Background: an optimization exercise with open tools, aiming at small area, a short achievable clock period and few clock cycles per item. Do not read the settings as production practice. No run shown here included a check of the RTL's function; only the layout flow was run. Power is estimated from default activity; no workload was simulated.

**run.sh**
```bash
#!/bin/bash
# synth_recipe.tcl (not shown) runs the flow's synth.tcl, then flattens the netlist and writes it again
# the make line also repeats each setting of config.mk as NAME=value (left out here)
make -C /OpenROAD-flow-scripts/flow DESIGN_CONFIG=/design/flow/config.mk WORK_HOME=/design/flow/orfs CLKGATE_MAP_FILE= SYNTH_SCRIPT=/design/flow/synth_recipe.tcl finish
```
**config.mk**
```make
export PLATFORM = sky130hd
export DESIGN_NAME = rgb_to_ycbcr_block_builder_unit
export DESIGN_NICKNAME = rgb_to_ycbcr_block_builder_unit
export VERILOG_FILES = /design/flow/design.v
export SDC_FILE = /design/flow/constraint.sdc
export NUM_CORES = 4
export LEC_CHECK = 0
export CAP_MARGIN = 20
export CORE_MARGIN = 2
export CORE_UTILIZATION = 40
export SLEW_MARGIN = 20
```
**constraint.sdc**
```tcl
create_clock -name core_clock -period 7.0 [get_ports {clk_i}]
set_input_delay 1.4000 -clock core_clock [delete_from_list [all_inputs] [get_ports {clk_i}]]
set_output_delay 1.4000 -clock core_clock [all_outputs]
set_load 0.01 [all_outputs]
```
**design.v**
```verilog
`timescale 1ns / 1ps
`default_nettype none
package rybb_pkg;
  localparam int unsigned BLOCK_SAMPLES_DEF = 64;
  localparam logic [1:0] TOK_NONE   = 2'd0;   
  localparam logic [1:0] TOK_TAKEN  = 2'd1;   
  localparam logic [1:0] TOK_SAMPLE = 2'd2;   
endpackage
`default_nettype wire
`timescale 1ns / 1ps
`default_nettype none
module rybb_conv (
  input  wire logic       clk_i,
  input  wire logic [7:0] r_i,
  input  wire logic [7:0] g_i,
  input  wire logic [7:0] b_i,
  output logic      [7:0] y_o,
  output logic      [7:0] cb_o,
  output logic      [7:0] cr_o
);
  logic [7:0] r0, g0, b0;
  always_ff @(posedge clk_i) begin
    r0 <= r_i;
    g0 <= g_i;
    b0 <= b_i;
  end
  logic [7:0] g1;
  logic [8:0] d11, d21;
  logic [9:0] e1;
  always_ff @(posedge clk_i) begin
    g1  <= g0;
    d11 <= {1'b0, r0} - {1'b0, g0};
    d21 <= {1'b0, b0} - {1'b0, g0};
    e1  <= {2'b0, r0} + {2'b0, b0} - {1'b0, g0, 1'b0};
  end
  wire ty_0 = e1[0] ^ ~e1[3];
  wire ty_1 = e1[0] & ~e1[3];
  wire ty_2 = e1[1] ^ ~e1[4] ^ e1[6];
  wire ty_3 = (e1[1] & ~e1[4]) | (e1[1] & e1[6]) | (~e1[4] & e1[6]);
  wire ty_4 = e1[2] ^ ~e1[5] ^ e1[7];
  wire ty_5 = (e1[2] & ~e1[5]) | (e1[2] & e1[7]) | (~e1[5] & e1[7]);
  wire ty_6 = e1[3] ^ ~e1[6] ^ e1[8];
  wire ty_7 = (e1[3] & ~e1[6]) | (e1[3] & e1[8]) | (~e1[6] & e1[8]);
  wire ty_8 = e1[4] ^ ~e1[7] ^ ~e1[9];
  wire ty_9 = (e1[4] & ~e1[7]) | (e1[4] & ~e1[9]) | (~e1[7] & ~e1[9]);
  wire ty_10 = d11[4] ^ d11[5];
  wire ty_11 = d11[4] & d11[5];
  wire ty_12 = e1[5] ^ ~e1[8] ^ d11[5];
  wire ty_13 = (e1[5] & ~e1[8]) | (e1[5] & d11[5]) | (~e1[8] & d11[5]);
  wire ty_14 = d11[6] ^ 1'b1;
  wire ty_15 = d11[6] & 1'b1;
  wire ty_16 = e1[6] ^ e1[9] ^ d11[6];
  wire ty_17 = (e1[6] & e1[9]) | (e1[6] & d11[6]) | (e1[9] & d11[6]);
  wire ty_18 = ty_0 ^ e1[5];
  wire ty_19 = ty_0 & e1[5];
  wire ty_20 = ty_2 ^ d11[1] ^ d11[2];
  wire ty_21 = (ty_2 & d11[1]) | (ty_2 & d11[2]) | (d11[1] & d11[2]);
  wire ty_22 = ty_4 ^ d11[2] ^ d11[3];
  wire ty_23 = (ty_4 & d11[2]) | (ty_4 & d11[3]) | (d11[2] & d11[3]);
  wire ty_24 = ty_6 ^ d11[3] ^ d11[4];
  wire ty_25 = (ty_6 & d11[3]) | (ty_6 & d11[4]) | (d11[3] & d11[4]);
  wire ty_26 = ty_8 ^ ty_10 ^ 1'b1;
  wire ty_27 = (ty_8 & ty_10) | (ty_8 & 1'b1) | (ty_10 & 1'b1);
  wire ty_28 = ty_12 ^ ty_14 ^ ty_9;
  wire ty_29 = (ty_12 & ty_14) | (ty_12 & ty_9) | (ty_14 & ty_9);
  wire ty_30 = ty_16 ^ d11[7] ^ ty_13;
  wire ty_31 = (ty_16 & d11[7]) | (ty_16 & ty_13) | (d11[7] & ty_13);
  wire ty_32 = e1[7] ^ d11[7] ^ ~d11[8];
  wire ty_33 = (e1[7] & d11[7]) | (e1[7] & ~d11[8]) | (d11[7] & ~d11[8]);
  wire ty_34 = ~e1[0] ^ e1[2];
  wire ty_35 = ~e1[0] & e1[2];
  wire ty_36 = ~e1[1] ^ e1[3];
  wire ty_37 = ~e1[1] & e1[3];
  wire ty_38 = ~e1[2] ^ e1[4] ^ d11[0];
  wire ty_39 = (~e1[2] & e1[4]) | (~e1[2] & d11[0]) | (e1[4] & d11[0]);
  wire ty_40 = ty_18 ^ d11[0] ^ d11[1];
  wire ty_41 = (ty_18 & d11[0]) | (ty_18 & d11[1]) | (d11[0] & d11[1]);
  wire ty_42 = ty_20 ^ ty_1 ^ ty_19;
  wire ty_43 = (ty_20 & ty_1) | (ty_20 & ty_19) | (ty_1 & ty_19);
  wire ty_44 = ty_22 ^ ty_3 ^ ty_21;
  wire ty_45 = (ty_22 & ty_3) | (ty_22 & ty_21) | (ty_3 & ty_21);
  wire ty_46 = ty_24 ^ ty_5 ^ ty_23;
  wire ty_47 = (ty_24 & ty_5) | (ty_24 & ty_23) | (ty_5 & ty_23);
  wire ty_48 = ty_26 ^ ty_7 ^ ty_25;
  wire ty_49 = (ty_26 & ty_7) | (ty_26 & ty_25) | (ty_7 & ty_25);
  wire ty_50 = ty_28 ^ ty_11 ^ ty_27;
  wire ty_51 = (ty_28 & ty_11) | (ty_28 & ty_27) | (ty_11 & ty_27);
  wire ty_52 = ty_30 ^ ty_15 ^ ty_29;
  wire ty_53 = (ty_30 & ty_15) | (ty_30 & ty_29) | (ty_15 & ty_29);
  wire ty_54 = ty_32 ^ ty_17 ^ ty_31;
  wire ty_55 = (ty_32 & ty_17) | (ty_32 & ty_31) | (ty_17 & ty_31);
  wire ty_56 = e1[8] ^ ~d11[8] ^ ty_33;
  wire ty_57 = (e1[8] & ~d11[8]) | (e1[8] & ty_33) | (~d11[8] & ty_33);
  wire [15:0] ty_a = {1'b1, ~e1[9], ty_56, ty_54, ty_52, ty_50, ty_48, ty_46, ty_44, ty_42, ty_40, ty_38, ty_36, ty_34, e1[1], e1[0]};
  wire [15:0] ty_b = {1'b0, ty_57, ty_55, ty_53, ty_51, ty_49, ty_47, ty_45, ty_43, ty_41, ty_39, ty_37, ty_35, 1'b1, 1'b0, 1'b0};
  wire tb_0 = ~d11[0] ^ ~d11[2];
  wire tb_1 = ~d11[0] & ~d11[2];
  wire tb_2 = ~d11[1] ^ ~d11[3];
  wire tb_3 = ~d11[1] & ~d11[3];
  wire tb_4 = d21[0] ^ ~d11[2] ^ ~d11[4];
  wire tb_5 = (d21[0] & ~d11[2]) | (d21[0] & ~d11[4]) | (~d11[2] & ~d11[4]);
  wire tb_6 = d21[1] ^ ~d11[3] ^ ~d11[5];
  wire tb_7 = (d21[1] & ~d11[3]) | (d21[1] & ~d11[5]) | (~d11[3] & ~d11[5]);
  wire tb_8 = ~d11[7] ^ d11[8];
  wire tb_9 = ~d11[7] & d11[8];
  wire tb_10 = d21[2] ^ ~d11[4] ^ ~d11[6];
  wire tb_11 = (d21[2] & ~d11[4]) | (d21[2] & ~d11[6]) | (~d11[4] & ~d11[6]);
  wire tb_12 = d21[3] ^ ~d11[5];
  wire tb_13 = d21[3] & ~d11[5];
  wire tb_14 = ~d11[0] ^ ~d11[2];
  wire tb_15 = ~d11[0] & ~d11[2];
  wire tb_16 = ~d11[1] ^ ~d11[3];
  wire tb_17 = ~d11[1] & ~d11[3];
  wire tb_18 = tb_0 ^ ~d11[4] ^ ~d11[5];
  wire tb_19 = (tb_0 & ~d11[4]) | (tb_0 & ~d11[5]) | (~d11[4] & ~d11[5]);
  wire tb_20 = tb_2 ^ ~d11[5] ^ ~d11[6];
  wire tb_21 = (tb_2 & ~d11[5]) | (tb_2 & ~d11[6]) | (~d11[5] & ~d11[6]);
  wire tb_22 = tb_4 ^ ~d11[6] ^ ~d11[7];
  wire tb_23 = (tb_4 & ~d11[6]) | (tb_4 & ~d11[7]) | (~d11[6] & ~d11[7]);
  wire tb_24 = tb_6 ^ tb_8 ^ 1'b1;
  wire tb_25 = (tb_6 & tb_8) | (tb_6 & 1'b1) | (tb_8 & 1'b1);
  wire tb_26 = tb_10 ^ d11[8] ^ tb_7;
  wire tb_27 = (tb_10 & d11[8]) | (tb_10 & tb_7) | (d11[8] & tb_7);
  wire tb_28 = tb_12 ^ ~d11[7] ^ 1'b1;
  wire tb_29 = (tb_12 & ~d11[7]) | (tb_12 & 1'b1) | (~d11[7] & 1'b1);
  wire tb_30 = d21[4] ^ ~d11[6] ^ d11[8];
  wire tb_31 = (d21[4] & ~d11[6]) | (d21[4] & d11[8]) | (~d11[6] & d11[8]);
  wire tb_32 = d21[5] ^ ~d11[7];
  wire tb_33 = d21[5] & ~d11[7];
  wire tb_34 = ~d11[0] ^ ~d11[1];
  wire tb_35 = ~d11[0] & ~d11[1];
  wire tb_36 = ~d11[1] ^ ~d11[2];
  wire tb_37 = ~d11[1] & ~d11[2];
  wire tb_38 = tb_14 ^ ~d11[3] ^ 1'b1;
  wire tb_39 = (tb_14 & ~d11[3]) | (tb_14 & 1'b1) | (~d11[3] & 1'b1);
  wire tb_40 = tb_16 ^ ~d11[4] ^ tb_15;
  wire tb_41 = (tb_16 & ~d11[4]) | (tb_16 & tb_15) | (~d11[4] & tb_15);
  wire tb_42 = tb_18 ^ 1'b1 ^ tb_17;
  wire tb_43 = (tb_18 & 1'b1) | (tb_18 & tb_17) | (1'b1 & tb_17);
  wire tb_44 = tb_20 ^ tb_1 ^ tb_19;
  wire tb_45 = (tb_20 & tb_1) | (tb_20 & tb_19) | (tb_1 & tb_19);
  wire tb_46 = tb_22 ^ tb_3 ^ tb_21;
  wire tb_47 = (tb_22 & tb_3) | (tb_22 & tb_21) | (tb_3 & tb_21);
  wire tb_48 = tb_24 ^ tb_5 ^ tb_23;
  wire tb_49 = (tb_24 & tb_5) | (tb_24 & tb_23) | (tb_5 & tb_23);
  wire tb_50 = tb_26 ^ tb_9 ^ tb_25;
  wire tb_51 = (tb_26 & tb_9) | (tb_26 & tb_25) | (tb_9 & tb_25);
  wire tb_52 = tb_28 ^ tb_11 ^ tb_27;
  wire tb_53 = (tb_28 & tb_11) | (tb_28 & tb_27) | (tb_11 & tb_27);
  wire tb_54 = tb_30 ^ tb_13 ^ tb_29;
  wire tb_55 = (tb_30 & tb_13) | (tb_30 & tb_29) | (tb_13 & tb_29);
  wire tb_56 = tb_32 ^ 1'b1 ^ tb_31;
  wire tb_57 = (tb_32 & 1'b1) | (tb_32 & tb_31) | (1'b1 & tb_31);
  wire tb_58 = d21[6] ^ d11[8] ^ tb_33;
  wire tb_59 = (d21[6] & d11[8]) | (d21[6] & tb_33) | (d11[8] & tb_33);
  wire tb_60 = d21[7] ^ 1'b1;
  wire tb_61 = d21[7] & 1'b1;
  wire [15:0] tb_a = {~d21[8], tb_60, tb_58, tb_56, tb_54, tb_52, tb_50, tb_48, tb_46, tb_44, tb_42, tb_40, tb_38, tb_36, tb_34, ~d11[0]};
  wire [15:0] tb_b = {tb_61, tb_59, tb_57, tb_55, tb_53, tb_51, tb_49, tb_47, tb_45, tb_43, tb_41, tb_39, tb_37, tb_35, 1'b1, 1'b1};
  wire tr_0 = d11[1] ^ ~d21[4];
  wire tr_1 = d11[1] & ~d21[4];
  wire tr_2 = d11[2] ^ ~d21[5];
  wire tr_3 = d11[2] & ~d21[5];
  wire tr_4 = ~d21[0] ^ ~d21[2];
  wire tr_5 = ~d21[0] & ~d21[2];
  wire tr_6 = ~d21[1] ^ ~d21[3];
  wire tr_7 = ~d21[1] & ~d21[3];
  wire tr_8 = ~d21[2] ^ ~d21[4];
  wire tr_9 = ~d21[2] & ~d21[4];
  wire tr_10 = d11[0] ^ ~d21[3] ^ ~d21[5];
  wire tr_11 = (d11[0] & ~d21[3]) | (d11[0] & ~d21[5]) | (~d21[3] & ~d21[5]);
  wire tr_12 = tr_0 ^ ~d21[6] ^ d21[8];
  wire tr_13 = (tr_0 & ~d21[6]) | (tr_0 & d21[8]) | (~d21[6] & d21[8]);
  wire tr_14 = tr_2 ^ ~d21[7] ^ 1'b1;
  wire tr_15 = (tr_2 & ~d21[7]) | (tr_2 & 1'b1) | (~d21[7] & 1'b1);
  wire tr_16 = d11[3] ^ ~d21[6] ^ d21[8];
  wire tr_17 = (d11[3] & ~d21[6]) | (d11[3] & d21[8]) | (~d21[6] & d21[8]);
  wire tr_18 = d11[4] ^ ~d21[7];
  wire tr_19 = d11[4] & ~d21[7];
  wire tr_20 = ~d21[0] ^ ~d21[2];
  wire tr_21 = ~d21[0] & ~d21[2];
  wire tr_22 = ~d21[1] ^ ~d21[3];
  wire tr_23 = ~d21[1] & ~d21[3];
  wire tr_24 = tr_4 ^ ~d21[4] ^ 1'b1;
  wire tr_25 = (tr_4 & ~d21[4]) | (tr_4 & 1'b1) | (~d21[4] & 1'b1);
  wire tr_26 = tr_6 ^ ~d21[5] ^ tr_5;
  wire tr_27 = (tr_6 & ~d21[5]) | (tr_6 & tr_5) | (~d21[5] & tr_5);
  wire tr_28 = tr_8 ^ ~d21[6] ^ tr_7;
  wire tr_29 = (tr_8 & ~d21[6]) | (tr_8 & tr_7) | (~d21[6] & tr_7);
  wire tr_30 = tr_10 ^ ~d21[7] ^ tr_9;
  wire tr_31 = (tr_10 & ~d21[7]) | (tr_10 & tr_9) | (~d21[7] & tr_9);
  wire tr_32 = tr_12 ^ 1'b1 ^ tr_11;
  wire tr_33 = (tr_12 & 1'b1) | (tr_12 & tr_11) | (1'b1 & tr_11);
  wire tr_34 = tr_14 ^ tr_1 ^ tr_13;
  wire tr_35 = (tr_14 & tr_1) | (tr_14 & tr_13) | (tr_1 & tr_13);
  wire tr_36 = tr_16 ^ tr_3 ^ tr_15;
  wire tr_37 = (tr_16 & tr_3) | (tr_16 & tr_15) | (tr_3 & tr_15);
  wire tr_38 = tr_18 ^ 1'b1 ^ tr_17;
  wire tr_39 = (tr_18 & 1'b1) | (tr_18 & tr_17) | (1'b1 & tr_17);
  wire tr_40 = d11[5] ^ d21[8] ^ tr_19;
  wire tr_41 = (d11[5] & d21[8]) | (d11[5] & tr_19) | (d21[8] & tr_19);
  wire tr_42 = d11[6] ^ 1'b1;
  wire tr_43 = d11[6] & 1'b1;
  wire tr_44 = d11[7] ^ 1'b1;
  wire tr_45 = d11[7] & 1'b1;
  wire [15:0] tr_a = {~d11[8], tr_44, tr_42, tr_40, tr_38, tr_36, tr_34, tr_32, tr_30, tr_28, tr_26, tr_24, tr_22, tr_20, ~d21[1], ~d21[0]};
  wire [15:0] tr_b = {tr_45, tr_43, tr_41, tr_39, tr_37, tr_35, tr_33, tr_31, tr_29, tr_27, tr_25, tr_23, tr_21, 1'b1, 1'b0, 1'b1};
  function automatic logic [2:0] lo_gp(input logic [7:0] a, input logic [7:0] b);
    logic [4:0] lo, hi;
    lo = {1'b0, a[3:0]} + {1'b0, b[3:0]};
    hi = {1'b0, a[7:4]} + {1'b0, b[7:4]};
    lo_gp = {hi[4], &(a[7:4] ^ b[7:4]), lo[4]};
  endfunction
  logic [7:0] g2, ya2, yb2, ba2, bb2, ra2, rb2;
  logic [2:0] ygp2, bgp2, rgp2;
  always_ff @(posedge clk_i) begin
    g2   <= g1;
    ya2  <= ty_a[15:8];
    yb2  <= ty_b[15:8];
    ygp2 <= lo_gp(ty_a[7:0], ty_b[7:0]);
    ba2  <= tb_a[15:8];
    bb2  <= tb_b[15:8];
    bgp2 <= lo_gp(tb_a[7:0], tb_b[7:0]);
    ra2  <= tr_a[15:8];
    rb2  <= tr_b[15:8];
    rgp2 <= lo_gp(tr_a[7:0], tr_b[7:0]);
  end
  logic yc, bc, rc;
  assign yc = ygp2[2] | (ygp2[1] & ygp2[0]);
  assign bc = bgp2[2] | (bgp2[1] & bgp2[0]);
  assign rc = rgp2[2] | (rgp2[1] & rgp2[0]);
  assign y_o  = g2 + ya2 + yb2 + {7'b0, yc};
  assign cb_o = ba2 + bb2 + {7'b0, bc};
  assign cr_o = ra2 + rb2 + {7'b0, rc};
endmodule
`default_nettype wire
`timescale 1ns / 1ps
`default_nettype none
module rgb_to_ycbcr_block_builder_unit (
  input  wire logic              clk_i,
  input  wire logic              rst_ni,
  input  wire logic              in_vld_i,
  output logic                   in_stall_o,
  input  wire logic              kind_i,
  input  wire logic [7:0]        red_i,
  input  wire logic [7:0]        green_i,
  input  wire logic [7:0]        blue_i,
  output logic                   out_vld_o,
  input  wire logic              out_stall_i,
  output logic                   pixel_taken_o,
  output logic                   sample_valid_o,
  output logic signed [8:0]      sample_o,
  output logic        [1:0]      block_type_o,
  output logic        [5:0]      element_index_o,
  output logic                   last_of_block_o
);
  localparam int unsigned FD = 8;      
  localparam int unsigned FW = 3;      
  localparam int unsigned TQ = 3;      
  logic       stall_q;
  logic       pend_q;
  logic [7:0] cnt_q;
  logic [5:0] wph_q;      
  logic       accept, take_px, take_pl;
  logic [1:0] tok;
  assign accept  = in_vld_i && !stall_q;
  assign take_px = accept && !kind_i && !pend_q;
  assign take_pl = accept &&  kind_i &&  pend_q;
  assign tok     = take_px ? rybb_pkg::TOK_TAKEN :
                   take_pl ? rybb_pkg::TOK_SAMPLE : rybb_pkg::TOK_NONE;
  logic       pend_d;
  logic [7:0] cnt_d;
  logic [5:0] wph_d;
  always_comb begin
    pend_d = pend_q;
    cnt_d  = cnt_q;
    if (take_px) begin
      if (cnt_q[5:0] == 6'd63) begin
        pend_d = 1'b1;
        cnt_d  = '0;
      end else begin
        cnt_d  = cnt_q + 8'd1;
      end
    end else if (take_pl) begin
      if (cnt_q == 8'd191) begin
        pend_d = 1'b0;
        cnt_d  = '0;
      end else begin
        cnt_d  = cnt_q + 8'd1;
      end
    end
    wph_d = take_px ? 6'd0 : wph_q + 6'd1;
  end
  always_ff @(posedge clk_i or negedge rst_ni) begin
    if (!rst_ni) begin
      pend_q <= 1'b0;
      cnt_q  <= '0;
    end else begin
      pend_q <= pend_d;
      cnt_q  <= cnt_d;
    end
  end
  always_ff @(posedge clk_i) begin
    wph_q <= wph_d;
  end
  logic [7:0] y_c, cb_c, cr_c;
  rybb_conv u_conv (
    .clk_i (clk_i),
    .r_i   (red_i),
    .g_i   (green_i),
    .b_i   (blue_i),
    .y_o   (y_c),
    .cb_o  (cb_c),
    .cr_o  (cr_c)
  );
  logic [2:0] wr_q;      
  logic [2:0] wlast_q;   
  always_ff @(posedge clk_i or negedge rst_ni) begin
    if (!rst_ni) begin
      wr_q <= '0;
    end else begin
      wr_q <= {wr_q[1:0], take_px};
    end
  end
  always_ff @(posedge clk_i) begin
    wlast_q <= {wlast_q[1:0], cnt_q[5:0] == 6'd63};
  end
  logic [23:0] ring_q [64];
  always_ff @(posedge clk_i) begin
    ring_q[0] <= wr_q[2] ? {cr_c, cb_c, y_c} : ring_q[63];
    for (int i = 1; i < 64; i++) ring_q[i] <= ring_q[i-1];
  end
  logic          rd_act_q;    
  logic [5:0]    pos_q;       
  logic [7:0]    rn_q;        
  logic [FW:0]   fcnt_q;      
  logic          rd;
  logic [23:0]   tap;
  logic [7:0]    rd_byte;
  assign rd  = rd_act_q && (pos_q[2:0] == 3'd7) && (fcnt_q != (FW+1)'(FD));
  assign tap = ring_q[{pos_q[5:3], 3'd7}];
  always_comb begin
    unique case (rn_q[7:6])
      2'd0:    rd_byte = tap[7:0];
      2'd1:    rd_byte = tap[15:8];
      default: rd_byte = tap[23:16];
    endcase
  end
  logic rd_act_d;
  always_comb begin
    rd_act_d = rd_act_q;
    if (wr_q[2] && wlast_q[2])       rd_act_d = 1'b1;
    else if (rd && rn_q == 8'd191)   rd_act_d = 1'b0;
  end
  always_ff @(posedge clk_i or negedge rst_ni) begin
    if (!rst_ni) rd_act_q <= 1'b0;
    else         rd_act_q <= rd_act_d;
  end
  always_ff @(posedge clk_i) begin
    if (wr_q[2] && wlast_q[2]) begin
      pos_q <= 6'd63;
      rn_q  <= '0;
    end else if (rd) begin
      rn_q  <= rn_q + 8'd1;
    end else begin
      pos_q <= pos_q + 6'd1;
    end
  end
  logic [7:0]    fifo_q [FD];
  logic [FW-1:0] fwp_q, frp_q;
  logic          fpop;
  always_ff @(posedge clk_i) begin
    if (rd) fifo_q[fwp_q] <= rd_byte;
  end
  always_ff @(posedge clk_i or negedge rst_ni) begin
    if (!rst_ni) begin
      fwp_q  <= '0;
      frp_q  <= '0;
      fcnt_q <= '0;
    end else begin
      if (rd)   fwp_q <= fwp_q + 1'b1;
      if (fpop) frp_q <= frp_q + 1'b1;
      fcnt_q <= fcnt_q + (FW+1)'(rd) - (FW+1)'(fpop);
    end
  end
  logic [1:0] tq_cls_q [TQ];
  logic [7:0] tq_cnt_q [TQ];
  logic [1:0] hp_q, wp_q, tp, ne_q;
  logic [7:0] oc_q;
  logic       open, tok_avail, consume, extend, push_new, retire;
  logic [1:0] head_cls;
  logic [7:0] head_cnt;
  logic [7:0] oc_after;
  logic [1:0] ne_d;
  function automatic logic [1:0] qinc(input logic [1:0] p);
    qinc = (p == 2'(TQ - 1)) ? 2'd0 : p + 2'd1;
  endfunction
  assign tp        = (wp_q == 2'd0) ? 2'(TQ - 1) : wp_q - 2'd1;
  assign head_cls  = tq_cls_q[hp_q];
  assign head_cnt  = tq_cnt_q[hp_q];
  assign tok_avail = (ne_q != 2'd0) && (oc_q != head_cnt) &&
                     ((head_cls != rybb_pkg::TOK_SAMPLE) || (fcnt_q != '0));
  assign open      = !out_v_q || !out_stall_i;
  assign consume   = open && tok_avail;
  assign extend    = accept && (ne_q != 2'd0) && (tq_cls_q[tp] == tok) && (tq_cnt_q[tp] != 8'd255);
  assign push_new  = accept && !extend;
  assign oc_after  = oc_q + 8'(consume);
  assign retire    = (ne_q != 2'd0) &&
                     (oc_after == head_cnt + 8'(extend && (ne_q == 2'd1))) &&
                     ((ne_q != 2'd1) || push_new);
  assign ne_d      = ne_q + 2'(push_new) - 2'(retire);
  assign fpop      = consume && (head_cls == rybb_pkg::TOK_SAMPLE);
  always_ff @(posedge clk_i or negedge rst_ni) begin
    if (!rst_ni) begin
      hp_q <= '0;
      wp_q <= '0;
      ne_q <= '0;
      oc_q <= '0;
    end else begin
      if (retire) begin
        hp_q <= qinc(hp_q);
        oc_q <= '0;
      end else begin
        oc_q <= oc_after;
      end
      if (push_new) wp_q <= qinc(wp_q);
      ne_q <= ne_d;
    end
  end
  always_ff @(posedge clk_i) begin
    if (push_new) begin
      tq_cls_q[wp_q] <= tok;
      tq_cnt_q[wp_q] <= 8'd1;
    end else if (extend) begin
      tq_cnt_q[tp] <= tq_cnt_q[tp] + 8'd1;
    end
  end
  always_ff @(posedge clk_i or negedge rst_ni) begin
    if (!rst_ni) begin
      stall_q <= 1'b0;
    end else begin
      stall_q <= (ne_d == 2'(TQ)) ||
                 (!pend_d && rd_act_d) ||
                 (!pend_d && (cnt_d[5:0] != 6'd0) && (wph_d != 6'd0));
    end
  end
  logic       out_v_q;
  logic [7:0] ocnt_q;
  logic       taken_q, sval_q, last_q;
  logic [8:0] smp_q;
  logic [1:0] btype_q;
  logic [5:0] eidx_q;
  logic [7:0] fhead;
  logic       is_smp;
  assign fhead  = fifo_q[frp_q];
  assign is_smp = (head_cls == rybb_pkg::TOK_SAMPLE);
  always_ff @(posedge clk_i or negedge rst_ni) begin
    if (!rst_ni) begin
      out_v_q <= 1'b0;
      ocnt_q  <= '0;
    end else begin
      if (open) out_v_q <= tok_avail;
      if (fpop) ocnt_q <= (ocnt_q == 8'd191) ? 8'd0 : ocnt_q + 8'd1;
    end
  end
  always_ff @(posedge clk_i) begin
    if (open) begin
      taken_q <= (head_cls == rybb_pkg::TOK_TAKEN);
      sval_q  <= is_smp;
      smp_q   <= is_smp ? {(ocnt_q[7:6] != 2'd0) && fhead[7], fhead} : 9'd0;
      btype_q <= is_smp ? ocnt_q[7:6] : 2'd0;
      eidx_q  <= is_smp ? ocnt_q[5:0] : 6'd0;
      last_q  <= is_smp && (ocnt_q[5:0] == 6'd63);
    end
  end
  assign in_stall_o      = stall_q;
  assign out_vld_o       = out_v_q;
  assign pixel_taken_o   = taken_q;
  assign sample_valid_o  = sval_q;
  assign sample_o        = smp_q;
  assign block_type_o    = btype_q;
  assign element_index_o = eidx_q;
  assign last_of_block_o = last_q;
endmodule
`default_nettype wire
```
==> out/results.tsv, run 1 <==
metric	value	unit
dieArea	0.122	mm2
hold_viol	0	
rows	126	
viasPerCell	4.16	
pwr-share-seq	49.3	%
finalSetupTns	0	ps
nNetsFinal	3399	
core_area	0.118	mm2
grt_pass1_wl	112	mm
async_flop_share	2.55	%
skew	20.2	ps
finalSetupViolations	0	
die_x	349	um
hold_class	reg2reg	
crit_fanout	23	
cts_buffers	165	
fillers	10030	
grt_max_degree	48	
cts_tree	built	
netlist_instances	3006	
grt-ovfl-total	0	
ys_ff_latch	1843	
first_global_vias	20701	
netlist_area	0.0477	mm2
ys.flop_type	dfxtp_1	
holdBufCountCts	0	
clk_path_buf_depth	3	
pin_count	51	
maxSlewViolCount	0	
maxCapViolations	0	
combPwrFrac	12.6	%
p_sw	0.00568	W
drive_gt1_share	11.3	%
antenna_cells	0	
status	timing/DRC/antenna clean	
antenna_found_initial	2	
first_pass_iters	6	
io_buffers	50	
cts.sinks	1843	
power_per_cell_area	421	mW/mm2
switching_share	24.3	%
syn_nets	3220	
fin_util	46.9	%
critical_path_arrival	6240	ps
cts_setup_buffers	0	
fmax	0.180	GHz
end_kind	flip-flop	
relSlewSlack	27.2	%
post_cts_resize_count	0	
leakagePower	22.6	nW
routed_wl	69.1	mm
cp.required	7670	ps
yosysSeqAreaShare	80.3	%
post-route-drc-count	0	
rsz0062_at_grt	false	
hpwl	42.6	mm
power.share.clock	38.1	%
via_count	20161	
ys_warn_count	3	
area_delta_synth_final	16.3	%
avgSynthCellArea	15.9	um2
internal_power	0.0176	W
ys_types	66	
synth_enable_flop_cells	114	
fp.dieH	349	um
cts_root_buf	clkbuf_16	
start_kind	flip-flop	
initial_core_util	40.4	%
min_period	5570	ps
final.period_utilization	79.5	%
first_iter_violations	902	
worstSetupPathType	reg2reg	
routabilityCongestion	0.763	
track_usage	11.8	%
clk_pin_slew	70	ps
irDropWorstVdd	0.243	mV
detail-route-antenna-nets	0	
htreeDepth	4	
post_drt_wl_per_cell	14.3	um
worst_pin_slew	1080	ps
insertion_delay	760	ps
## layout by cell type (no fill, tap or decap), types with 9 or more instances in the layout
cell type / n
bufinv_16: 13
mux2_2: 42
xor2_1: 46
nand3_1: 25
clkbuf_1: 39
ha_1: 121
nand2_1: 72
edfxtp_1: 114
clkdlybuf4s50_1: 49
nand2b_1: 19
nor2b_1: 24
clkbuf_16: 168
nand4_1: 9
clkbuf_8: 19
xnor2_1: 58
dfxtp_1: 1679
clkinv_2: 28
a21o_1: 32
nor3_1: 10
inv_1: 160
a21oi_1: 86
mux2i_1: 49
buf_4: 15
dfrtp_1: 46
o21ai_0: 41
mux4_2: 41
nor2_1: 93
fa_1: 64
and3_1: 19
## logic make-up (layout without fill, tap and decap cells)
kind of cell / count (synthesis) / after routing / share of synthesized area [%]
AO/OA/AOI/OAI: 217 / 217 / 2.83
AND/OR/NAND/NOR: 308 / 308 / 3.21
adder cells (fa/ha/maj): 185 / 185 / 5.86
multiplexers: 136 / 136 / 4.09
flip-flops: 1843 / 1843 / 80.3
XOR/XNOR: 104 / 104 / 1.91
buffers and inverters: 213 / 517 / 1.80
## sequential cells by signal, summed over array words and instances (netlist names), 9 cells and up
register and cells:
ring_q 1536, u_conv.e1 10, u_conv.d21 9, tq_cnt_q 24
fifo_q 64, u_conv.d11 9, smp_q 9
## routing by layer
metal,vias to the layer above,GRT usage (%),routed length (um),share of wire [%]
met4,0,4.59,1480,2.1
met1,9564,16.8,36200,52
li1,10212,-,-,-
met5,-,0,0,0
met3,124,2.62,2510,3.6
met2,261,17.3,29000,42
## final timing paths
check / start / end / slack, ps / cells after the start
worst min register to register: ring_q[9][8]$_DFF_P_ / ring_q[10][8]$_DFF_P_ / 320 / 0
min in group asynchronous: rst_ni / oc_q[1]$_DFF_PN0_ / 740 / 2
worst max register to register: hp_q[1]$_DFFE_PN0P_ / stall_q$_DFF_PN0_ / 1430 / 21
max in group asynchronous: rst_ni / wr_q[2]$_DFF_PN0_ / 5780 / 2
worst min-delay path: ring_q[9][8]$_DFF_P_ / ring_q[10][8]$_DFF_P_ / 320 / 0
worst max-delay path: hp_q[1]$_DFFE_PN0P_ / stall_q$_DFF_PN0_ / 1430 / 21
## through the flow
step           hold slack [ps]  instance area, um2  cells  power, W  setup slack, ps
2_1_floorplan              310               47700   3006    0.0138             1960
3_3_place_gp               310               50000   4554    0.0147             1490
3_5_place_dp               312               50000   4554    0.0148             1390
4_1_cts                    315               55400   4846    0.0237             1390
5_1_grt                    323               55400   4846    0.0246              814
6_report                   316               55400   4846    0.0233             1430
## power by group through the flow
stage	clock, W	combinational (W)	sequential, W
2_1_floorplan	0	0.00219	0.0116
3_3_place_gp	0	0.00297	0.0117
3_5_place_dp	0	0.00302	0.0117
4_1_cts	0.00914	0.00303	0.0115
5_1_grt	0.00958	0.00342	0.0116
6_report	0.00889	0.00293	0.0115
## layout make-up
cell class              count  area [um2]  share of cell area, %
clock buffers             226        4610                   8.32
clock inverters            66         847                   1.53
inverters                 160         601                   1.08
multi-input cells         950        8560                   15.4
flip-flops and latches   1843       38300                   69.1
well taps                1536        1920                   3.47
repair buffers             65         608                   1.10
## Yosys cell counts (all sizes together), types with 2 or more instances
master / instances / area, um2
and4: 3 / 26.3
nor3b: 6 / 45.0
clkbuf: 29 / 109
buf: 24 / 150
mux4: 41 / 923
edfxtp: 114 / 3420
nand4: 10 / 68.8
ha: 121 / 1510
nand3: 25 / 125
nor3: 12 / 65.1
a21o: 32 / 240
o21ai: 50 / 292
inv: 160 / 601
dfxtp: 1682 / 33700
a22o: 8 / 70.1
dfrtp: 47 / 1180
o21bai: 7 / 52.6
and2b: 2 / 15.0
o211ai: 3 / 22.5
o21a: 3 / 22.5
and2: 7 / 43.8
nor4: 4 / 31.3
xor2: 46 / 403
a31oi: 4 / 25.0
a221oi: 8 / 70.1
nand2: 72 / 270
a22oi: 4 / 30.0
nor4b: 4 / 41.3
or3: 4 / 25.0
and3: 19 / 119
nor2b: 24 / 150
xnor2: 58 / 508
a211oi: 5 / 37.5
fa: 64 / 1280
nand2b: 19 / 119
a21oi: 86 / 430
mux2i: 51 / 527
mux2: 44 / 499
nor2: 93 / 349
## worst max-delay path, cell delays in order (launching register included)
cell     delay (ps)
dfrtp_1        1000
nor2_1          110
a21oi_1         580
nand2_1         450
o21a_1          330
ha_1            220
ha_1            230
nand2_1          70
nor2_1           50
xnor2_1         480
mux2_2          400
nor2_1          110
nor4_2           70
nor4b_2         250
buf_4           230
ha_1            250
inv_1            50
ha_1            140
xnor2_1         130
xnor2_1         170
nand2_1          90
o21ai_0          70
==> run 2: changes to the inputs <==
--- a/design.v
+++ b/design.v
@@ -26,2 +26,6 @@
   end
+  logic [9:0] e_m, e_s, e_c;
+  assign e_m = ~{1'b0, g0, 1'b0};
+  assign e_s = {2'b0, r0} ^ {2'b0, b0} ^ e_m;
+  assign e_c = ({2'b0, r0} & {2'b0, b0}) | ({2'b0, r0} & e_m) | ({2'b0, b0} & e_m);
   logic [7:0] g1;
@@ -33,3 +37,3 @@
     d21 <= {1'b0, b0} - {1'b0, g0};
-    e1  <= {2'b0, r0} + {2'b0, b0} - {1'b0, g0, 1'b0};
+    e1  <= e_s + {e_c[8:0], 1'b1};
   end
@@ -208,6 +212,9 @@
   function automatic logic [2:0] lo_gp(input logic [7:0] a, input logic [7:0] b);
-    logic [4:0] lo, hi;
-    lo = {1'b0, a[3:0]} + {1'b0, b[3:0]};
-    hi = {1'b0, a[7:4]} + {1'b0, b[7:4]};
-    lo_gp = {hi[4], &(a[7:4] ^ b[7:4]), lo[4]};
+    logic [7:0] g, p;
+    logic lo, hi;
+    g  = a & b;
+    p  = a | b;
+    lo = g[3] | (p[3] & g[2]) | (p[3] & p[2] & g[1]) | (p[3] & p[2] & p[1] & g[0]);
+    hi = g[7] | (p[7] & g[6]) | (p[7] & p[6] & g[5]) | (p[7] & p[6] & p[5] & g[4]);
+    lo_gp = {hi, &p[7:4], lo};
   endfunction
@@ -387,16 +394,10 @@
   logic [7:0] tq_cnt_q [TQ];
-  logic [1:0] hp_q, wp_q, tp, ne_q;
-  logic [7:0] oc_q;
+  logic [2:0] tq_v_q;           
+  logic [1:0] tcls_q;           
+  logic       h0_q, h1_q;       
   logic       open, tok_avail, consume, extend, push_new, retire;
+  logic [2:0] inc;              
   logic [1:0] head_cls;
-  logic [7:0] head_cnt;
-  logic [7:0] oc_after;
-  logic [1:0] ne_d;
-  function automatic logic [1:0] qinc(input logic [1:0] p);
-    qinc = (p == 2'(TQ - 1)) ? 2'd0 : p + 2'd1;
-  endfunction
-  assign tp        = (wp_q == 2'd0) ? 2'(TQ - 1) : wp_q - 2'd1;
-  assign head_cls  = tq_cls_q[hp_q];
-  assign head_cnt  = tq_cnt_q[hp_q];
-  assign tok_avail = (ne_q != 2'd0) && (oc_q != head_cnt) &&
+  assign head_cls  = tq_cls_q[0];
+  assign tok_avail = tq_v_q[0] && !h0_q &&
                      ((head_cls != rybb_pkg::TOK_SAMPLE) || (fcnt_q != '0));
@@ -404,25 +405,31 @@
   assign consume   = open && tok_avail;
-  assign extend    = accept && (ne_q != 2'd0) && (tq_cls_q[tp] == tok) && (tq_cnt_q[tp] != 8'd255);
+  assign extend    = accept && tq_v_q[0] && (tcls_q == tok) && (tok != rybb_pkg::TOK_NONE);
   assign push_new  = accept && !extend;
-  assign oc_after  = oc_q + 8'(consume);
-  assign retire    = (ne_q != 2'd0) &&
-                     (oc_after == head_cnt + 8'(extend && (ne_q == 2'd1))) &&
-                     ((ne_q != 2'd1) || push_new);
-  assign ne_d      = ne_q + 2'(push_new) - 2'(retire);
+  assign inc       = {3{extend}} & (tq_v_q & ~{1'b0, tq_v_q[2:1]});
+  assign retire    = tq_v_q[0] && !inc[0] && (h0_q || (h1_q && consume)) &&
+                     (tq_v_q[1] || push_new);
   assign fpop      = consume && (head_cls == rybb_pkg::TOK_SAMPLE);
-  always_ff @(posedge clk_i or negedge rst_ni) begin
-    if (!rst_ni) begin
-      hp_q <= '0;
-      wp_q <= '0;
-      ne_q <= '0;
-      oc_q <= '0;
-    end else begin
-      if (retire) begin
-        hp_q <= qinc(hp_q);
-        oc_q <= '0;
+  logic [7:0] cnt_g [TQ];
+  always_comb begin
+    for (int i = 0; i < TQ; i++) cnt_g[i] = tq_cnt_q[i] + 8'(inc[i]);
+    cnt_g[0] = tq_cnt_q[0] + 8'(inc[0]) - 8'(consume);
+  end
+  logic [2:0] v_s, slot;
+  assign v_s  = retire ? {1'b0, tq_v_q[2:1]} : tq_v_q;
+  assign slot = {3{push_new}} & (~v_s & {v_s[1:0], 1'b1});
+  logic [1:0] tq_cls_d [TQ];
+  logic [7:0] tq_cnt_d [TQ];
+  always_comb begin
+    for (int i = 0; i < TQ; i++) begin
+      if (retire && (i < TQ - 1)) begin
+        tq_cls_d[i] = tq_cls_q[i+1];
+        tq_cnt_d[i] = cnt_g[i+1];
       end else begin
-        oc_q <= oc_after;
+        tq_cls_d[i] = tq_cls_q[i];
+        tq_cnt_d[i] = cnt_g[i];
+      end
+      if (slot[i]) begin
+        tq_cls_d[i] = tok;
+        tq_cnt_d[i] = 8'd1;
       end
-      if (push_new) wp_q <= qinc(wp_q);
-      ne_q <= ne_d;
     end
@@ -430,7 +437,18 @@
   always_ff @(posedge clk_i) begin
-    if (push_new) begin
-      tq_cls_q[wp_q] <= tok;
-      tq_cnt_q[wp_q] <= 8'd1;
-    end else if (extend) begin
-      tq_cnt_q[tp] <= tq_cnt_q[tp] + 8'd1;
+    for (int i = 0; i < TQ; i++) begin
+      tq_cls_q[i] <= tq_cls_d[i];
+      tq_cnt_q[i] <= tq_cnt_d[i];
+    end
+  end
+  always_ff @(posedge clk_i or negedge rst_ni) begin
+    if (!rst_ni) begin
+      tq_v_q <= '0;
+      tcls_q <= rybb_pkg::TOK_NONE;
+      h0_q   <= 1'b0;
+      h1_q   <= 1'b0;
+    end else begin
+      tq_v_q <= v_s | slot;
+      if (push_new) tcls_q <= tok;
+      h0_q   <= (tq_cnt_d[0] == 8'd0);
+      h1_q   <= (tq_cnt_d[0] == 8'd1);
     end
@@ -441,3 +459,3 @@
     end else begin
-      stall_q <= (ne_d == 2'(TQ)) ||
+      stall_q <= tq_v_q[2] || (tq_v_q[1] && push_new) ||
                  (!pend_d && rd_act_d) ||
--- a/config.mk
+++ b/config.mk
@@ -10,2 +10,3 @@
 export CORE_UTILIZATION = 40
+export SETUP_SLACK_MARGIN = 4.2
 export SLEW_MARGIN = 20
==> run 2 against run 1 <==
Compared with the run above:
- total power grew 5.4%
- clock power is 0.7% higher
- largest power group unchanged
- clock skew increased by 25 ps
- sequential power increased by 8%
- non-clock buffer count increased by 29
- final cell count rose by 0.89%
- first-iteration DRC count rose by 1.9%
- critical path type is now in2reg
- worst setup slack gained 2200 ps
==> out/results.tsv, run 2 <==
metric	value	unit	change
insertion_delay	740	ps	-20 ps
pwr-share-seq	50.3	%	+1.0 points
top_usage_layer	met2		
use_met1	16.9	%	+0.081 points
path_depth	17		-19%
hpwl	44.1	mm	+3.5%
finalSetupTns	0	ps	unchanged
cp.required	7640	ps	-30 ps
instances_no_fill	4889		+0.89%
largestRegisters	ring_q x1536, fifo_q x64, tq_cnt_q x24		
io_buffers	50		unchanged
skew	45.6	ps	+25.4 ps
htreeDepth	4		unchanged
rsz0062_at_grt	true		
use_met2	17.8	%	+0.48 points
first_global_vias	20950		+1.2%
routabilityCongestion	0.766		+0.41%
leakagePower	22.9	nW	+1.4%
cts.sinks	1836		-0.38%
multi_input_area	0.00869	mm2	+1.6%
synth_enable_flop_cells	90		-21%
start_kind	input port		
netlist_top_cells_count	dfxtp_1 (1706), inv_1 (188), ha_1 (99)		
ff2ff_path_depth	17		-19%
postPlaceCellArea	0.0496	mm2	-0.77%
fmax	0.300	GHz	+67%
first_pass_iters	5		-1
drive_gt1_share	14.9	%	+3.6 points
switching_share	24.4	%	+0.056 points
min_period	3330	ps	-2240 ps
final_cell_mix	dfxtp_1 (1700), inv_1 (183), clkbuf_16 (166)		
final.period_utilization	47.6	%	-32 points
fillers	9889		-1.4%
initial_core_util	40.4	%	+0.056 points
dieArea	0.121	mm2	-1.2%
first_iter_violations	919		+1.9%
clk_pin_slew	60	ps	about the same
grt_pass1_wl	113	mm	+0.95%
ys_ff_latch	1836		-0.38%
cpMaxStageDelayCell	fa_2		
synth_compound_area_share	3.62	%	+0.78 points
largest_reg_flops	1536		unchanged
synth_fa_ha_area_share	5.84	%	-0.025 points
relSlewSlack	35.7	%	+8.4 points
cts_buffers	164		-0.61%
async_flop_share	2.18	%	-0.37 points
use_met3	2.86	%	+0.23 points
worst_pin_slew	965	ps	-115 ps
synth.area.mux_share	3.35	%	-0.74 points
routed_wl	70.5	mm	+2.0%
netlist_area	0.0471	mm2	-1.2%
yosys.area.top_type	dfxtp_1		
grt-ovfl-total	0		unchanged
synthTopCellsByArea	dfxtp_1 (73%), edfxtp_1 (5.7%), fa_1 (3.0%)		
status	timing/DRC/antenna clean		
fp.dieH	347	um	-0.59%
dp_cells	4557		+0.066%
core_area	0.117	mm2	-1.3%
ys_warn_count	8		+5
p_sw	0.00600	W	+5.6%
maxSlewViolCount	0		unchanged
clk_path_buf_depth	3		unchanged
via_count	20584		+2.1%
yosysSeqAreaShare	80.4	%	+0.082 points
path_buf_inv	6		+4
synthSimpleGateAreaFrac	3.48	%	+0.27 points
synthXorXnorAreaFrac	1.39	%	-0.52 points
ys.flop_type	dfxtp_1		
hold_viol	0		unchanged
power.share.clock	36.4	%	-1.7 points
detail-route-antenna-nets	0		unchanged
cts_root_buf	clkbuf_16		
maxCapViolations	0		unchanged
hold_class	reg2reg		
worstSetupPathType	in2reg		
post-route-drc-count	0		unchanged
setup_slack	3670	ps	+2240 ps
fin_util	47.7	%	+0.76 points
cp_top_family	compound AO/OA/AOI/OAI gates		
rows	125		-0.79%
cts_tree	built		
final_common_cell	dfxtp_1		
viasPerCell	4.21		+1.2%
worstPathCellList	buf_8, and2_4, a311oi_2, ha_1, inv_2, ha_4, fa_2, a211oi_2, o21bai_1, a21oi_1, xnor2_1, buf_4, buf_6, buf_6, buf_6, nand4bb_4, a221oi_2		
pre_cts_ws	2270	ps	+879 ps
power_per_cell_area	442	mW/mm2	+5.1%
seqCellArea	0.0379	mm2	-1.1%
syn_nets	3216		-0.12%
fin_area	0.0556	mm2	+0.27%
synth_top_family_by_area	adder cells		
pin_count	51		unchanged
netlist_instances	3017		+0.37%
track_usage	12.0	%	+0.20 points
die_x	347	um	-0.59%
critical_path_arrival	3970	ps	-2270 ps
grt_max_degree	41		-15%
yosysMostFrequentCell	dfxtp_1		
regMostFlops	ring_q		
slowest_delay	350	ps	-650 ps
ys_types	79		+20%
whs_path_depth	0		unchanged
finalSetupViolations	0		unchanged
crit_path_frequent_cell	buf_6		
irDropWorstVdd	0.230	mV	-5.4%
internal_power	0.0186	W	+5.3%
area_delta_synth_final	18.0	%	
synth_top_area_share	72.5	%	+1.9 points
nNetsFinal	3428		+0.85%
post_drt_wl_per_cell	14.4	um	+1.1%
end_kind	flip-flop		
avgSynthCellArea	15.6	um2	-1.5%
combPwrFrac	13.3	%	+0.7 points
antenna_found_initial	0		-2
crit_fanout	2		-91%
==> run 2: cells by family after synthesis <==
group	Yosys count
flip-flops	1836
AND/OR/NAND/NOR	332
AO/OA/AOI/OAI	251
buffers and inverters	237
adder cells (fa/ha/maj)	179
multiplexers	107
XOR/XNOR	75
==> run 2: worst paths after layout <==
check	startpoint	endpoint	slack (ps)
max	out_stall_i	h1_q$_DFF_PN0_	3670
min in group asynchronous	rst_ni	ocnt_q[2]$_DFFE_PN0P_	810
max in group asynchronous	rst_ni	wr_q[2]$_DFF_PN0_	5520
min reg2reg	ring_q[2][8]$_DFF_P_	ring_q[3][8]$_DFF_P_	310
min	ring_q[2][8]$_DFF_P_	ring_q[3][8]$_DFF_P_	310
max reg2reg	tq_cls_q[0][1]$_DFFE_PP_	h1_q$_DFF_PN0_	3790
==> run 2: per-layer routing <==
| metal | wire length [um] | up-vias |
|---|---|---|
| li1 | - | 10328 |
| met3 | 2880 | 138 |
| met4 | 1770 | 0 |
| met5 | 0 | - |
| met2 | 29800 | 284 |
| met1 | 36100 | 9834 |
==> run 2: through the flow <==
step	power [W]	hold WS, ps
floorplan	0.0146	310
global placement	0.0156	310
detailed placement	0.0157	312
CTS	0.0248	301
global route	0.0259	304
finish	0.0246	307
==> run 2: area by class of cell <==
cell class	count	area share [%]
sequential	1836	68.1
clock buffer	245	8.63
tap	1524	3.43
timing repair buffer	94	1.49
clock inverter	56	1.37
antenna	1	0.00450
inverter	189	1.29
multi-input combinational	944	15.6
==> run 2: what timing repair did <==
action,4_1_cts,5_1_grt
setup endpoints to repair,180,101
pin swaps,21,19
resized for setup,115,44
hold buffers,0,0
setup buffers,18,12
==> run 2: power groups by stage <==
stage / clock [W] / combinational (W) / sequential [W]
global route: 0.00964 / 0.00374 / 0.0125
floorplan: 0 / 0.00225 / 0.0124
global placement: 0 / 0.00302 / 0.0126
finish: 0.00895 / 0.00326 / 0.0124
detailed placement: 0 / 0.00307 / 0.0126
CTS: 0.00921 / 0.00323 / 0.0124
==> run 3: changes to the inputs <==
--- a/config.mk
+++ b/config.mk
@@ -10,3 +10,2 @@
 export CORE_UTILIZATION = 40
-export SETUP_SLACK_MARGIN = 4.2
 export SLEW_MARGIN = 20
==> run 3 against run 2 <==
Compared with the run above:
- routed wire length is 0.15% lower
- final cell count shrank 0.61%
- critical endpoint is now h0_q$_DFF_PN0_
- sequential share of layout area up 0.72 points
- clock power down 1%
- fmax is 18% lower
- die area unchanged
- combinational power shrank 8.9%
- total power shrank 1.6%
- sequential cell count unchanged
- register-to-register slack got worse by 720 ps
- utilization down 0.51 points
- critical path depth shrank 4
==> out/results.tsv, run 3 <==
metric	value	unit	change
netlist_area	0.0471	mm2	unchanged
rsz0062_at_grt	false		
netlist_top_cells_count	dfxtp_1 (1706), inv_1 (188), ha_1 (99)		
drive_gt1_share	11.5	%	-3.3 points
die_x	347	um	unchanged
ys.flop_type	dfxtp_1		
regMostFlops	ring_q		
cts_root_buf	clkbuf_16		
first_pass_iters	5		unchanged
largest_reg_flops	1536		unchanged
antenna_cells	0		-1
cts_buffers	164		unchanged
end_kind	flip-flop		
maxCapViolations	0		unchanged
yosysSeqAreaShare	80.4	%	unchanged
final_cell_mix	dfxtp_1 (1703), inv_1 (188), clkbuf_16 (168)		
nNetsFinal	3400		-0.82%
worst_pin_slew	1090	ps	+126 ps
start_kind	input port		
holdBufCountCts	0		unchanged
fp.dieH	347	um	unchanged
final.period_utilization	58.3	%	+11 points
min_period	4080	ps	+751 ps
insertion_delay	740	ps	about the same
irDropWorstVdd	0.206	mV	-10%
routed_wl	70.4	mm	-0.15%
avgSynthCellArea	15.6	um2	unchanged
syn_nets	3216		unchanged
power_per_cell_area	440	mW/mm2	-0.53%
setup_slack	2920	ps	-751 ps
io_buffers	50		unchanged
async_flop_share	2.18	%	unchanged
htreeDepth	4		unchanged
fin_util	47.2	%	-0.51 points
hold_class	reg2reg		
clk_path_buf_depth	3		unchanged
area_delta_synth_final	16.7	%	
finalSetupViolations	0		unchanged
finalSetupTns	0	ps	unchanged
netlist_instances	3017		unchanged
leakagePower	22.6	nW	-0.99%
hold_viol	0		unchanged
final_common_cell	dfxtp_1		
fmax	0.245	GHz	-18%
skew	26.6	ps	-18.9 ps
whs	306	ps	-0.751 ps
worstSetupPathType	in2reg		
dieArea	0.121	mm2	unchanged
crit_fanout	6		+4
routabilityCongestion	0.764		-0.29%
synth_top_area_share	72.5	%	unchanged
grt_pass1_wl	114	mm	+0.96%
grt-ovfl-total	0		unchanged
yosysMostFrequentCell	dfxtp_1		
synth_enable_flop_cells	90		unchanged
antenna_found_initial	1		+1
relSlewSlack	27.2	%	-8.4 points
via_count	20412		-0.84%
track_usage	12.0	%	+0.062 points
core_area	0.117	mm2	unchanged
initial_core_util	40.4	%	unchanged
cts_tree	built		
cts_setup_buffers	0		-18
ys_warn_count	8		unchanged
first_global_vias	20857		-0.44%
ys_ff_latch	1836		unchanged
hpwl	44.1	mm	-0.13%
yosys.area.top_type	dfxtp_1		
post_cts_resize_count	0		-100%
rows	125		unchanged
maxSlewViolCount	0		unchanged
critical_path_arrival	4710	ps	+740 ps
first_iter_violations	968		+5.3%
synthTopCellsByArea	dfxtp_1 (73%), edfxtp_1 (5.7%), fa_1 (3.0%)		
grt_max_degree	41		unchanged
cp.required	7630	ps	about the same
ys_types	79		unchanged
cts.sinks	1836		unchanged
clk_pin_slew	60	ps	about the same
post_drt_wl_per_cell	14.5	um	+0.47%
post-route-drc-count	0		unchanged
status	timing/DRC/antenna clean		
pre_cts_ws	2210	ps	-58.2 ps
pin_count	51		unchanged
detail-route-antenna-nets	0		unchanged
largestRegisters	ring_q x1536, fifo_q x64, tq_cnt_q x24		
viasPerCell	4.20		-0.22%
[run 3: metrics by stage]
stage / total power, W / cell area [um2] / instances
after detailed placement: 0.0156 / 49400 / 4558
final: 0.0242 / 55000 / 4859
after global placement: 0.0156 / 49400 / 4558
after floorplan: 0.0146 / 47100 / 3017
after CTS: 0.0245 / 55000 / 4858
after global routing: 0.0255 / 55000 / 4859
[run 3: path summary, 6_finish.rpt]
| kind | start | end | slack [ps] | cells past startpoint |
|---|---|---|---|---|
| hold reg to reg | ring_q[58][8]$_DFF_P_ | ring_q[59][8]$_DFF_P_ | 310 | 0 |
| hold / removal | ring_q[58][8]$_DFF_P_ | ring_q[59][8]$_DFF_P_ | 310 | 0 |
| setup reg to reg | tq_cls_q[0][1]$_DFFE_PP_ | h0_q$_DFF_PN0_ | 3070 | 13 |
| max in group asynchronous | rst_ni | wr_q[2]$_DFF_PN0_ | 5810 | 2 |
| min in group asynchronous | rst_ni | ocnt_q[2]$_DFFE_PN0P_ | 660 | 1 |
| setup / recovery | kind_i | h0_q$_DFF_PN0_ | 2920 | 13 |
[run 3: layout make-up]
class                      instances  area, um2
tap                             1524       1910
clock buffer                     245       4890
multi-input combinational        944       8340
sequential                      1836      37900
timing repair buffer              66        636
inverter                         189        709
clock inverter                    55        629
fill                            9881      61500
[run 3: worst max-delay path, stage by stage]
cell	delay (ps)
clkdlybuf4s50_1	510
nor4b_2	390
nand2b_1	230
nand3_1	150
nor2b_1	200
ha_1	230
fa_1	260
a211oi_2	80
o21bai_1	150
a21oi_1	100
xnor2_1	160
or4b_1	540
a2111oi_2	310
[run 3: cells by family after synthesis]
family	count (synthesis)	share of synthesized area [%]
buf+inv	237	1.95
mux	107	3.35
flops	1836	80.4
xor+xnor	75	1.39
fa+ha+maj	179	5.84
simple gates	332	3.48
compound gates	251	3.62
[run 3: per-layer routing]
metal	track usage (%)	routed length [um]	vias to the layer above
li1	-	-	10282
met1	17.2	36500	9717
met2	17.7	29600	287
met3	2.72	2630	126
met4	4.48	1610	0
met5	0	0	-
[run 3: power breakdown]
group          internal [W]  total (W)  switching [W]
combinational       0.00134    0.00297        0.00163
clock               0.00513    0.00886        0.00373
sequential           0.0118     0.0124       0.000533
total                0.0183     0.0242        0.00589
==> run 4: changes to the inputs <==
--- a/design.v
+++ b/design.v
@@ -412,5 +412,9 @@
   logic [7:0] cnt_g [TQ];
+  logic [7:0] cnt0_p, cnt0_m;
+  assign cnt0_p = tq_cnt_q[0] + 8'd1;
+  assign cnt0_m = tq_cnt_q[0] - 8'd1;
   always_comb begin
-    for (int i = 0; i < TQ; i++) cnt_g[i] = tq_cnt_q[i] + 8'(inc[i]);
-    cnt_g[0] = tq_cnt_q[0] + 8'(inc[0]) - 8'(consume);
+    for (int i = 0; i < TQ; i++) cnt_g[i] = inc[i] ? tq_cnt_q[i] + 8'd1 : tq_cnt_q[i];
+    if (consume) cnt_g[0] = inc[0] ? tq_cnt_q[0] : cnt0_m;
+    else         cnt_g[0] = inc[0] ? cnt0_p : tq_cnt_q[0];
   end
--- a/config.mk
+++ b/config.mk
@@ -10,2 +10,3 @@
 export CORE_UTILIZATION = 40
+export SETUP_SLACK_MARGIN = 4.4
 export SLEW_MARGIN = 20
==> run 4 against run 3 <==
Compared with the run above:
- critical path type unchanged
- clock power up 0.6%
- still clean on timing, DRC and antenna
- worst hold slack better by 4.0 ps
- total power is 1.9% lower
- sequential power down 4%
- clock-buffer cell count grew 8
- fmax is 50% higher
- via count rose by 1.7%
- sequential share of layout area is 0.55 points lower
- synthesized area decreased by 1.6%
- register-to-register slack improved by 1300 ps
==> out/results.tsv, run 4 <==
metric	value	unit	change
status	timing/DRC/antenna clean		
netlist_area	0.0464	mm2	-1.6%
irDropWorstVdd	0.288	mV	+40%
post-route-drc-count	0		unchanged
syn_nets	3156		-1.9%
rsz0062_at_grt	true		
viasPerCell	4.25		+1.2%
hold_class	reg2reg		
largest_reg_flops	1536		unchanged
synth_enable_flop_cells	90		unchanged
skew	17.3	ps	-9.31 ps
hpwl	41.7	mm	-5.4%
avgSynthCellArea	15.6	um2	+0.13%
netlist_instances	2966		-1.7%
routabilityCongestion	0.753		-1.5%
cts_root_buf	clkbuf_16		
clk_path_buf_depth	3		unchanged
hold_viol	0		unchanged
first_global_vias	20770		-0.42%
finalSetupViolations	0		unchanged
post_drt_wl_per_cell	14.9	um	+2.6%
grt-ovfl-total	0		unchanged
worstSetupPathType	in2reg		
maxSlewViolCount	0		unchanged
cp.required	7620	ps	about the same
leakagePower	22.6	nW	-0.31%
crit_fanout	6		unchanged
maxCapViolations	0		unchanged
pin_count	51		unchanged
yosysMostFrequentCell	dfxtp_1		
drive_gt1_share	17.1	%	+5.6 points
start_kind	input port		
cts_buffers	166		+1.2%
final_common_cell	dfxtp_1		
insertion_delay	750	ps	about the same
io_buffers	50		unchanged
regMostFlops	ring_q		
core_area	0.115	mm2	-1.6%
fp.dieH	344	um	-0.77%
ys_ff_latch	1836		unchanged
initial_core_util	40.4	%	about the same
cts_tree	built		
netlist_top_cells_count	dfxtp_1 (1706), inv_1 (175), ha_1 (91)		
relSlewSlack	36.5	%	+9.3 points
final_cell_mix	dfxtp_1 (1688), clkbuf_16 (168), inv_1 (161)		
clk_pin_slew	60	ps	about the same
antenna_found_initial	1		unchanged
largestRegisters	ring_q x1536, fifo_q x64, tq_cnt_q x24		
rows	124		-0.80%
dieArea	0.119	mm2	-1.5%
async_flop_share	2.18	%	unchanged
cts.sinks	1836		unchanged
end_kind	flip-flop		
first_iter_violations	1018		+5.2%
yosysSeqAreaShare	81.6	%	+1.3 points
via_count	20769		+1.7%
final.period_utilization	39.0	%	-19 points
synthTopCellsByArea	dfxtp_1 (74%), edfxtp_1 (5.8%), fa_1 (3.0%)		
antenna_cells	0		unchanged
die_x	344	um	-0.77%
finalSetupTns	0	ps	unchanged
htreeDepth	4		unchanged
setup_slack	4270	ps	+1350 ps
fmax	0.366	GHz	+50%
nNetsFinal	3419		+0.56%
detail-route-antenna-nets	0		unchanged
grt_pass1_wl	114	mm	+0.33%
power_per_cell_area	428	mW/mm2	-2.7%
worst_pin_slew	952	ps	-139 ps
routed_wl	72.5	mm	+3.1%
ys_types	71		-10%
min_period	2730	ps	-1350 ps
first_pass_iters	4		-1
track_usage	12.5	%	+0.44 points
synth_top_area_share	73.7	%	+1.2 points
whs	310	ps	+4.04 ps
critical_path_arrival	3350	ps	-1360 ps
grt_max_degree	41		unchanged
pre_cts_ws	2710	ps	+504 ps
area_delta_synth_final	19.6	%	
yosys.area.top_type	dfxtp_1		
ys_warn_count	8		unchanged
ys.flop_type	dfxtp_1		
==> run 4: cell types whose count changed in the layout (fill, tap and decap cells not counted), moves of 25 or more <==
cell and change:
a22oi_1 +68, nor2_1 -28, a21oi_1 -29, nand4_1 +29
clkdlybuf4s50_1 -25, inv_1 -27, buf_4 +60, mux2_2 -25
==> run 4: routing by layer <==
| metal | track usage, % | routed length [um] | up-vias |
|---|---|---|---|
| li1 | - | - | 10306 |
| met1 | 17.6 | 36900 | 10039 |
| met2 | 18.7 | 31500 | 303 |
| met3 | 2.79 | 2600 | 121 |
| met4 | 4.51 | 1500 | 0 |
| met5 | 0 | 0 | - |
==> run 4: cell type report <==
cell class,instances,area [um2]
tap,1512,1890
sequential,1836,37900
fill,9585,59200
timing repair buffer,143,1170
inverter,176,679
clock inverter,57,622
multi-input combinational,906,8290
clock buffer,253,4930
==> run 4: worst max-delay path, stage by stage <==
cell and delay (ps):
buf_8 100, nor4b_4 260, buf_4 180, o2111ai_4 180, buf_4 210, buf_4 130
nor2_1 130, xor2_1 210, nand2_1 130, a41oi_2 340, nor4b_2 90
==> run 4: report_power, final <==
group | switching [W] | total (W) | internal [W]
Sequential | 0.000468 | 0.0119 | 0.0114
Clock | 0.00375 | 0.00891 | 0.00516
Combinational | 0.00153 | 0.00296 | 0.00143
Total | 0.00575 | 0.0237 | 0.0180
==> run 4: repair_timing <==
item,in CTS,in global routing
setup endpoints to repair,161,104
hold buffers,0,0
resized for setup,180,80
gates cloned,1,0
pin swaps,31,48
endpoints found under the hold margin,0,0
setup buffers,48,30
==> run 4: final timing paths <==
check / start / end / slack [ps] / cells after the start
worst max-delay path: kind_i / h0_q$_DFF_PN0_ / 4270 / 11
worst min-delay path: ring_q[27][8]$_DFF_P_ / ring_q[28][8]$_DFF_P_ / 310 / 0
worst max register to register: fcnt_q[3]$_DFF_PN0_ / fcnt_q[1]$_DFF_PN0_ / 4390 / 12
worst min register to register: ring_q[27][8]$_DFF_P_ / ring_q[28][8]$_DFF_P_ / 310 / 0
max in group asynchronous: rst_ni / tq_v_q[0]$_DFF_PN0_ / 5530 / 1
min in group asynchronous: rst_ni / h1_q$_DFF_PN0_ / 790 / 1
==> run 4: cell families (layout without fill, tap and decap cells) <==
logic type | Yosys count | after routing | synth area share [%]
muxes | 51 | 51 | 1.60
DFF | 1836 | 1836 | 81.6
AOI/OAI and AO/OA | 272 | 272 | 4.01
and+or+nand+nor | 333 | 334 | 3.70
xor gates and xnor gates | 81 | 81 | 1.53
adders and majority gates | 168 | 168 | 5.63
buffers and inverters | 225 | 629 | 1.88
==> run 4: per-stage QoR <==
| step | total power, W | instances | area [um2] | util [%] |
|---|---|---|---|---|
| 6_report | 0.0237 | 4883 | 55500 | 48.4 |
| 5_1_grt | 0.0249 | 4883 | 55500 | 48.4 |
| 4_1_cts | 0.0238 | 4853 | 55000 | 47.9 |
| 3_5_place_dp | 0.0147 | 4494 | 48900 | 42.7 |
| 3_3_place_gp | 0.0147 | 4494 | 48900 | 42.7 |
| 2_1_floorplan | 0.0139 | 2966 | 46600 | - |
==> run 5: changes to the inputs <==
--- a/config.mk
+++ b/config.mk
@@ -10,2 +10,4 @@
 export CORE_UTILIZATION = 40
+export CTS_BUF_LIST = sky130_fd_sc_hd__clkbuf_4 sky130_fd_sc_hd__clkbuf_8
+export CTS_CLUSTER_SIZE = 30
 export SETUP_SLACK_MARGIN = 4.4
==> run 5 against run 4 <==
Compared with the run above:
- highest routed layer unchanged
- clock skew increased by 58 ps
- via count increased by 3.2%
- sequential share of layout area decreased by 0.50 points
- die area unchanged
- worst hold slack got worse by 51 ps
- combinational power about the same
- critical path depth decreased by 10
- synthesized area unchanged
- largest power group unchanged
==> out/results.tsv, run 5 <==
metric	value	unit	change
status	timing/DRC/antenna clean		
cts.sinks	1836		unchanged
synth_top_area_share	73.7	%	unchanged
netlist_instances	2966		unchanged
largestRegisters	ring_q x1536, fifo_q x64, tq_cnt_q x24		
top_layer_used	met4		
relSlewSlack	36.1	%	-0.47 points
rr_startpoint	fcnt_q[2]$_DFF_PN0_		
post-route-drc-count	0		unchanged
detail-route-antenna-nets	0		unchanged
grt_pass1_wl	116	mm	+1.5%
drive_gt1_share	22.3	%	+5.2 points
startpoint	out_v_q$_DFFE_PN0N_		
htreeDepth	5		+1
maxCapViolations	0		unchanged
slowest_delay	410	ps	+70 ps
synthTopCellsByArea	dfxtp_1 (74%), edfxtp_1 (5.8%), fa_1 (3.0%)		
die_x	344	um	unchanged
min_period	2850	ps	+121 ps
track_usage	12.6	%	+0.14 points
power_per_cell_area	430	mW/mm2	+0.51%
finalSetupTns	0	ps	unchanged
skew	75.5	ps	+58.2 ps
syn_nets	3156		unchanged
post_drt_wl_per_cell	14.5	um	-2.5%
seqCellArea	0.0379	mm2	about the same
rows	124		unchanged
final.period_utilization	40.7	%	+1.7 points
fp.dieH	344	um	unchanged
routabilityCongestion	0.753		unchanged
synthSimpleGateAreaFrac	3.70	%	unchanged
postPlaceCellArea	0.0489	mm2	unchanged
synth_enable_flop_cells	90		unchanged
worstPathCellList	buf_6		
rsz0062_at_grt	true		
nNetsFinal	3529		+3.2%
first_iter_violations	946		-7.1%
cpMaxStageDelayCell	dfrtp_2		
io_buffers	50		unchanged
regMostFlops	ring_q		
fillers	9643		+0.61%
maxSlewViolCount	0		unchanged
hold_class	reg2reg		
clk_path_buf_depth	4		+1
first_global_vias	21766		+4.8%
viasPerCell	4.24		-0.39%
ys_ff_latch	1836		unchanged
largest_reg_flops	1536		unchanged
hp-start	ring_q[34][2]$_DFF_P_		
met2WireLength	32.3	mm	+2.4%
hpwl	41.7	mm	unchanged
cp_top_family	flip-flops		
irDropWorstVdd	0.188	mV	-35%
cts_tree	built		
ys.flop_type	dfxtp_1		
start_kind	flip-flop		
synthXorXnorAreaFrac	1.53	%	unchanged
wl_met3	2.74	mm	+5.3%
netlist_area	0.0464	mm2	unchanged
synth_fa_ha_area_share	5.63	%	unchanged
via_count	21425		+3.2%
cts_root_buf	clkbuf_8		
synth_compound_area_share	4.01	%	unchanged
worst_pin_slew	959	ps	+7.04 ps
core_area	0.115	mm2	unchanged
critical_path_arrival	1450	ps	-1900 ps
cts_buffers	292		+76%
hold_viol	0		unchanged
crit_fanout	2		-4
grt-ovfl-total	0		unchanged
antenna_found_initial	2		+1
-- run 5: cell counts after synthesis --
No cell type changed its count.
-- run 5: logic make-up (layout without fill, tap and decap cells) --
group / Yosys count / after routing
compound gates: 272 / 272
xor+xnor: 81 / 81
fa+ha+maj: 168 / 168
buf+inv: 225 / 802
flops: 1836 / 1836
mux: 51 / 51
other cells: 0 / 1
simple gates: 333 / 334
-- run 5: layout make-up --
class                   instances  share of cell area [%]
diodes                          1                 0.00448
clock buffers                 464                    10.4
clock inverters                35                   0.631
inverters                     176                    1.23
multi-input cells             906                    14.7
flip-flops and latches       1836                    67.8
well taps                    1512                    3.38
repair buffers                127                    1.81
-- run 5: power by group --
group          switching, W  internal [W]  total (W)
logic               0.00152       0.00141    0.00293
clock network       0.00377       0.00547    0.00924
registers          0.000468        0.0114     0.0119
total               0.00575        0.0183     0.0240
-- run 5: what timing repair did --
action                     in CTS  in global routing
gates cloned                    1                  0
setup buffers                  41                 21
setup endpoints to repair     155                 99
resized for setup             178                 63
hold buffers                    0                  0
pin swaps                      36                 38
-- run 5: routing by layer --
metal | global-route usage (%) | vias to the layer above
li1 | - | 10573
met1 | 17.4 | 10368
met2 | 18.8 | 358
met3 | 3.05 | 126
met4 | 5.52 | 0
met5 | 0 | -
-- run 5: final timing paths --
check | cells after the start | slack, ps | endpoint
worst min-delay path | 0 | 260 | ring_q[35][2]$_DFF_P_
worst max register to register | 12 | 4420 | fcnt_q[1]$_DFF_PN0_
worst max-delay path | 1 | 4150 | out_vld_o
min in group asynchronous | 1 | 630 | h0_q$_DFF_PN0_
max in group asynchronous | 1 | 5680 | frp_q[0]$_DFFE_PN0P_
worst min register to register | 0 | 260 | ring_q[35][2]$_DFF_P_
-- run 5: per-stage QoR --
stage	power, W	hold WS, ps	utilization [%]	cells	worst slack, ps
2_1_floorplan	0.0139	310	-	2966	3830
3_5_place_dp	0.0147	312	42.7	4494	2710
6_report	0.0240	259	48.7	5057	4150
5_1_grt	0.0253	262	48.7	5057	4060
4_1_cts	0.0242	258	48.4	5035	4040
3_3_place_gp	0.0147	310	42.7	4494	2880
-- run 5: worst reg2reg max path, stage by stage (launching register included) --
cell	delay [ps]
dfrtp_1	370
inv_2	60
ha_2	160
or3b_4	400
o2111ai_4	320
buf_6	160
nor2_4	40
ha_4	210
inv_2	60
ha_4	120
inv_2	30
fa_2	500
inv_1	40

Setup slack of run 5, layout unchanged: 4.149 ns with ideal ports, 4.090 ns with driving cells assumed (clock clkbuf_16, inputs buf_2), 3.481 ns with port delays also shifted by the 0.936 ns mid clock arrival.
